What follows belongs to an exercise in optimizing a design on an open flow for small area, a short achievable clock period and few clock cycles per item; a production flow would make more cautious choices.
Power is estimated from default activity; no workload was simulated.

Setup of old:
==> flow/design.v <==
package box_pkg;
  localparam int PX_W         = 8;
  localparam int WIN          = 3;
  localparam int LINE_BUFS    = WIN + 1;                 
  localparam int MAX_LINE_LEN = 16;
  localparam int LINE_ADDR_W  = $clog2( MAX_LINE_LEN );
  localparam int BUF_IDX_W    = $clog2( LINE_BUFS );
  localparam int SUM_W        = PX_W + 4;                
  typedef logic [PX_W - 1 : 0] px_t;
  typedef struct packed {
    px_t  tdata;
    logic tvalid;
    logic tlast;                                         
    logic tuser;                                         
  } stream_word_t;
  typedef struct packed {
    px_t [WIN - 1 : 0][WIN - 1 : 0] px;
    logic                           tvalid;
    logic                           tlast;
    logic                           tuser;
  } window_t;
  typedef struct packed {
    logic [SUM_W - 1 : 0] tdata;
    logic                 tvalid;
    logic                 tlast;
    logic                 tuser;
  } sum_word_t;
endpackage
`timescale 1ns/1ps
module box_filter_top
(
  input  logic         clk_i,
  input  logic         rst_i,
  input  box_pkg::stream_word_t video_i,
  output logic         video_ready_o,
  output box_pkg::sum_word_t    sum_o,
  input  logic         sum_ready_i
);
localparam int PW = box_pkg::PX_W;
localparam int SW = box_pkg::SUM_W;
localparam int ML = box_pkg::MAX_LINE_LEN;
localparam int LB = 5;                                   
localparam int PH = PW - LB;                             
localparam int VH = PW + 2 - LB;                         
localparam int WH = PW + 3 - LB;                         
localparam int ZH = SW - LB;                             
logic                   rdy;                             
logic                   stall_o;                         
logic                   go;                              
logic                   a_go;                            
logic                   x_v;
logic [PW - 1 : 0]      x_px;
logic                   x_last;
logic                   x_user;
logic [ML - 1 : 0]      n_oh;                            
logic [1 : 0]           n_row;                           
logic [1 : 0]           row;
logic [ML - 1 : 0]      col;                             
logic [ML - 1 : 0]      col_nx;                          
logic [ML - 1 : 0][PW - 1 : 0] mem_hi;
logic [ML - 1 : 0][PW - 1 : 0] mem_lo;
logic [PW - 1 : 0]      rd_hi;
logic [PW - 1 : 0]      rd_lo;
logic [PW - 1 : 0]      pf_hi;                           
logic [PW - 1 : 0]      pf_lo;
logic [LB + 1 : 0]      v_lo;                            
logic [LB : 0]          w_lo;                            
logic                   a_v;
logic [LB - 1 : 0]      va_l;                            
logic [LB - 1 : 0]      vb_l;                            
logic [LB - 1 : 0]      w_l;                             
logic [1 : 0]           a_cv;                            
logic                   a_cw;                            
logic [PH - 1 : 0]      a_px;
logic [PH - 1 : 0]      a_hi;
logic [PH - 1 : 0]      a_lo;
logic                   a_last;
logic                   a_win;                           
logic                   a_first;                         
logic [LB : 0]          z_lo;                            
logic                   b_v;
logic [VH - 1 : 0]      va_h;
logic [VH - 1 : 0]      vb_h;
logic [WH - 1 : 0]      w_h;
logic [LB - 1 : 0]      b_zl;
logic                   b_cz;
logic                   b_last;
logic                   b_user;
logic [SW - 1 : 0]      b_sum;                           
logic                   o_v;
logic [SW - 1 : 0]      o_sum;
logic                   o_last;
logic                   o_user;
logic                   k_v;
logic [SW - 1 : 0]      k_sum;
logic                   k_last;
logic                   k_user;
logic                   o_free;
assign rdy           = !k_v;
assign video_ready_o = !stall_o;
assign go            = rdy && x_v;
assign a_go          = rdy && a_v;
always_ff @( posedge clk_i, posedge rst_i )
  if( rst_i )
    x_v <= 1'b0;
  else
    if( rdy )
      x_v <= video_i.tvalid;
always_ff @( posedge clk_i )
  if( rdy )
    begin
      x_px   <= video_i.tdata;
      x_last <= video_i.tlast;
      x_user <= video_i.tuser;
    end
assign row    = x_user ? 2'd0 : n_row;
assign col    = x_user ? ML'( 1 ) : n_oh;
assign col_nx = x_last ? ML'( 1 ) : { col[ML - 2 : 0], 1'b0 };
always_ff @( posedge clk_i )
  if( go )
    begin
      n_oh  <= col_nx;
      if( x_last )
        n_row <= ( row == 2'd3 ) ? 2'd3 : row + 1'b1;
      else
        n_row <= row;
    end
always_comb
  begin
    rd_hi = '0;
    rd_lo = '0;
    for( int i = 1; i < ML; i++ )
      begin
        rd_hi = rd_hi | ( mem_hi[i] & {PW{n_oh[i - 1]}} );
        rd_lo = rd_lo | ( mem_lo[i] & {PW{n_oh[i - 1]}} );
      end
    if( x_last )
      begin
        rd_hi = mem_hi[0];
        rd_lo = mem_lo[0];
      end
    else
      if( x_user )
        begin
          rd_hi = mem_hi[1];
          rd_lo = mem_lo[1];
        end
  end
always_ff @( posedge clk_i )
  if( go )
    begin
      pf_hi <= rd_hi;
      pf_lo <= rd_lo;
    end
for( genvar i = 0; i < ML; i++ )
  begin : g_mem
    always_ff @( posedge clk_i )
      if( go && col[i] )
        begin
          mem_hi[i] <= x_px;
          mem_lo[i] <= mem_hi[i];
        end
  end
assign v_lo = ( LB + 2 )'( x_px[LB - 1 : 0] ) + ( LB + 2 )'( pf_hi[LB - 1 : 0] ) +
              ( LB + 2 )'( pf_lo[LB - 1 : 0] );
assign w_lo = ( LB + 1 )'( va_l ) + ( LB + 1 )'( vb_l );
always_ff @( posedge clk_i, posedge rst_i )
  if( rst_i )
    a_v <= 1'b0;
  else
    if( rdy )
      a_v <= x_v;
always_ff @( posedge clk_i )
  if( go )
    begin
      va_l <= v_lo[LB - 1 : 0];
      a_cv <= v_lo[LB + 1 : LB];
      vb_l <= va_l;
      w_l  <= w_lo[LB - 1 : 0];
      a_cw <= w_lo[LB];
      a_px <= x_px[PW - 1 : LB];
      a_hi <= pf_hi[PW - 1 : LB];
      a_lo <= pf_lo[PW - 1 : LB];
    end
always_ff @( posedge clk_i )
  if( rdy )
    begin
      a_last  <= x_last;
      a_win   <= row[1] && !( col[0] || col[1] );
      a_first <= ( row == 2'd2 ) && col[2];
    end
assign z_lo = ( LB + 1 )'( va_l ) + ( LB + 1 )'( w_l );
always_ff @( posedge clk_i, posedge rst_i )
  if( rst_i )
    b_v <= 1'b0;
  else
    if( rdy )
      b_v <= a_v && a_win;
always_ff @( posedge clk_i )
  if( a_go )
    begin
      va_h <= VH'( a_px ) + VH'( a_hi ) + VH'( a_lo ) + VH'( a_cv );
      vb_h <= va_h;
      w_h  <= WH'( va_h ) + WH'( vb_h ) + WH'( a_cw );
      b_zl <= z_lo[LB - 1 : 0];
      b_cz <= z_lo[LB];
    end
always_ff @( posedge clk_i )
  if( rdy )
    begin
      b_last <= a_last;
      b_user <= a_first;
    end
assign b_sum = { ZH'( va_h ) + ZH'( w_h ) + ZH'( b_cz ), b_zl };
assign o_free = !o_v || sum_ready_i;
always_ff @( posedge clk_i, posedge rst_i )
  if( rst_i )
    begin
      o_v     <= 1'b0;
      k_v     <= 1'b0;
      stall_o <= 1'b0;
    end
  else
    begin
      if( o_free )
        o_v <= k_v || b_v;
      k_v     <= !o_free && ( k_v || b_v );
      stall_o <= !sum_ready_i && ( k_v || ( o_v && b_v ) );
    end
always_ff @( posedge clk_i )
  begin
    if( o_free )
      begin
        o_sum  <= k_v ? k_sum  : b_sum;
        o_last <= k_v ? k_last : b_last;
        o_user <= k_v ? k_user : b_user;
      end
    if( rdy )
      begin
        k_sum  <= b_sum;
        k_last <= b_last;
        k_user <= b_user;
      end
  end
assign sum_o = { o_sum, o_v, o_last, o_user };
endmodule
Settings: LEC_CHECK=0, CAP_MARGIN=20, CORE_MARGIN=2, CORE_UTILIZATION=40, CTS_BUF_LIST=sky130_fd_sc_hd__clkbuf_16, CTS_CLUSTER_DIAMETER=80, CTS_CLUSTER_SIZE=28, SETUP_SLACK_MARGIN=2.0, SLEW_MARGIN=20; clock period 4.0 ns.
run.sh (not shown) runs the stock make flow with config.mk's settings and CLKGATE_MAP_FILE= SYNTH_SCRIPT=/design/flow/synth_recipe.tcl, a recipe that flattens the netlist after the stock synthesis.
For new, these inputs were changed with respect to old:
--- a/flow/design.v
+++ b/flow/design.v
@@ -39,11 +39,12 @@
 localparam int PW = box_pkg::PX_W;
 localparam int SW = box_pkg::SUM_W;
 localparam int ML = box_pkg::MAX_LINE_LEN;
-localparam int LB = 5;                                   
+localparam int LB = 4;                                   
 localparam int PH = PW - LB;                             
 localparam int VH = PW + 2 - LB;                         
 localparam int WH = PW + 3 - LB;                         
-localparam int ZH = SW - LB;                             
+localparam int ZL = LB + 2;                              
+localparam int ZH = SW - ZL;                             
 logic                   rdy;                             
 logic                   stall_o;                         
 logic                   go;                              
@@ -71,18 +72,19 @@
 logic [LB - 1 : 0]      w_l;                             
 logic [1 : 0]           a_cv;                            
 logic                   a_cw;                            
-logic [PH - 1 : 0]      a_px;
-logic [PH - 1 : 0]      a_hi;
-logic [PH - 1 : 0]      a_lo;
+logic [VH - 1 : 0]      v_hi;                            
+logic [VH - 1 : 0]      a_vh;
 logic                   a_last;
 logic                   a_win;                           
 logic                   a_first;                         
-logic [LB : 0]          z_lo;                            
+logic [VH - 1 : 0]      va_hn;                           
+logic [WH - 1 : 0]      w_hn;                            
+logic [ZL : 0]          z_lo;                            
 logic                   b_v;
 logic [VH - 1 : 0]      va_h;
 logic [VH - 1 : 0]      vb_h;
 logic [WH - 1 : 0]      w_h;
-logic [LB - 1 : 0]      b_zl;
+logic [ZL - 1 : 0]      b_zl;
 logic                   b_cz;
 logic                   b_last;
 logic                   b_user;
@@ -139,12 +141,6 @@
         rd_hi = mem_hi[0];
         rd_lo = mem_lo[0];
       end
-    else
-      if( x_user )
-        begin
-          rd_hi = mem_hi[1];
-          rd_lo = mem_lo[1];
-        end
   end
 always_ff @( posedge clk_i )
   if( go )
@@ -164,6 +160,7 @@
 assign v_lo = ( LB + 2 )'( x_px[LB - 1 : 0] ) + ( LB + 2 )'( pf_hi[LB - 1 : 0] ) +
               ( LB + 2 )'( pf_lo[LB - 1 : 0] );
 assign w_lo = ( LB + 1 )'( va_l ) + ( LB + 1 )'( vb_l );
+assign v_hi = VH'( x_px[PW - 1 : LB] ) + VH'( pf_hi[PW - 1 : LB] ) + VH'( pf_lo[PW - 1 : LB] );
 always_ff @( posedge clk_i, posedge rst_i )
   if( rst_i )
     a_v <= 1'b0;
@@ -178,9 +175,7 @@
       vb_l <= va_l;
       w_l  <= w_lo[LB - 1 : 0];
       a_cw <= w_lo[LB];
-      a_px <= x_px[PW - 1 : LB];
-      a_hi <= pf_hi[PW - 1 : LB];
-      a_lo <= pf_lo[PW - 1 : LB];
+      a_vh <= v_hi;
     end
 always_ff @( posedge clk_i )
   if( rdy )
@@ -189,7 +184,9 @@
       a_win   <= row[1] && !( col[0] || col[1] );
       a_first <= ( row == 2'd2 ) && col[2];
     end
-assign z_lo = ( LB + 1 )'( va_l ) + ( LB + 1 )'( w_l );
+assign va_hn = a_vh + VH'( a_cv );
+assign w_hn  = WH'( va_h ) + WH'( vb_h ) + WH'( a_cw );
+assign z_lo  = ( ZL + 1 )'( { va_hn[1 : 0], va_l } ) + ( ZL + 1 )'( { w_hn[1 : 0], w_l } );
 always_ff @( posedge clk_i, posedge rst_i )
   if( rst_i )
     b_v <= 1'b0;
@@ -199,11 +196,11 @@
 always_ff @( posedge clk_i )
   if( a_go )
     begin
-      va_h <= VH'( a_px ) + VH'( a_hi ) + VH'( a_lo ) + VH'( a_cv );
+      va_h <= va_hn;
       vb_h <= va_h;
-      w_h  <= WH'( va_h ) + WH'( vb_h ) + WH'( a_cw );
-      b_zl <= z_lo[LB - 1 : 0];
-      b_cz <= z_lo[LB];
+      w_h  <= w_hn;
+      b_zl <= z_lo[ZL - 1 : 0];
+      b_cz <= z_lo[ZL];
     end
 always_ff @( posedge clk_i )
   if( rdy )
@@ -211,7 +208,7 @@
       b_last <= a_last;
       b_user <= a_first;
     end
-assign b_sum = { ZH'( va_h ) + ZH'( w_h ) + ZH'( b_cz ), b_zl };
+assign b_sum = { ZH'( va_h[VH - 1 : 2] ) + ZH'( w_h[WH - 1 : 2] ) + ZH'( b_cz ), b_zl };
 assign o_free = !o_v || sum_ready_i;
 always_ff @( posedge clk_i, posedge rst_i )
   if( rst_i )
Findings:
new finished every step from synthesis to the final layout, and the layout passed the timing, DRC and antenna checks.
The start point of the critical path comes out a_cv[1] in one run and a_cw in the other, namely in old and new respectively.
Number of inverters outside the clock class in the layout of new exceeds that of old by more than a quarter.
Going from old to new, simple-gate area share of the yosys netlist shrinks by 0.58 points.
The non-clock buffer count number comes out lower for new vs old.
Final cell area: new below old
Delta (new minus old): wire length moved up; net switching power of the design -6.2%.
new reports its cell at the slowest stage of the critical path as edfxtp_1 while old reports fa_1.
Diff old..new | number of max-cap violations | unchanged
Function was not checked in any run of this note: the RTL went through the layout flow alone.

## separate check: timing with driven ports
The results above use ideal ports. As a check the final layouts listed here were re-extracted and re-timed, cells and wires unchanged. Step 1 (the two cells are an assumption about what drives the block):
set clk [get_ports {clk_i}]
set_driving_cell -lib_cell sky130_fd_sc_hd__clkbuf_16 $clk
set_driving_cell -lib_cell sky130_fd_sc_hd__buf_2 [delete_from_list [all_inputs] $clk]
Step 2 times the ports against the registers' clock, not the clock port: input delays grow and output delays shrink by t, the midpoint of the rising clock arrivals with the driver on. a / b / c = no drivers / after step 1 / after step 2; a / b = the first two.
run	shift t [ns]	setup WS [ns]	slew at the worst register clock pin (ns)	pins driven straight from the clock port
old	0.572	1.557 / 1.557 / 1.557	0.11 / 0.11	1
new	0.568	2.013 / 2.013 / 1.742	0.11 / 0.11	1
After both steps every run listed still meets setup and hold. For new, which loses most, drivers alone change the setup slack by 0.000 ns; drivers and shift together by -0.271 ns.
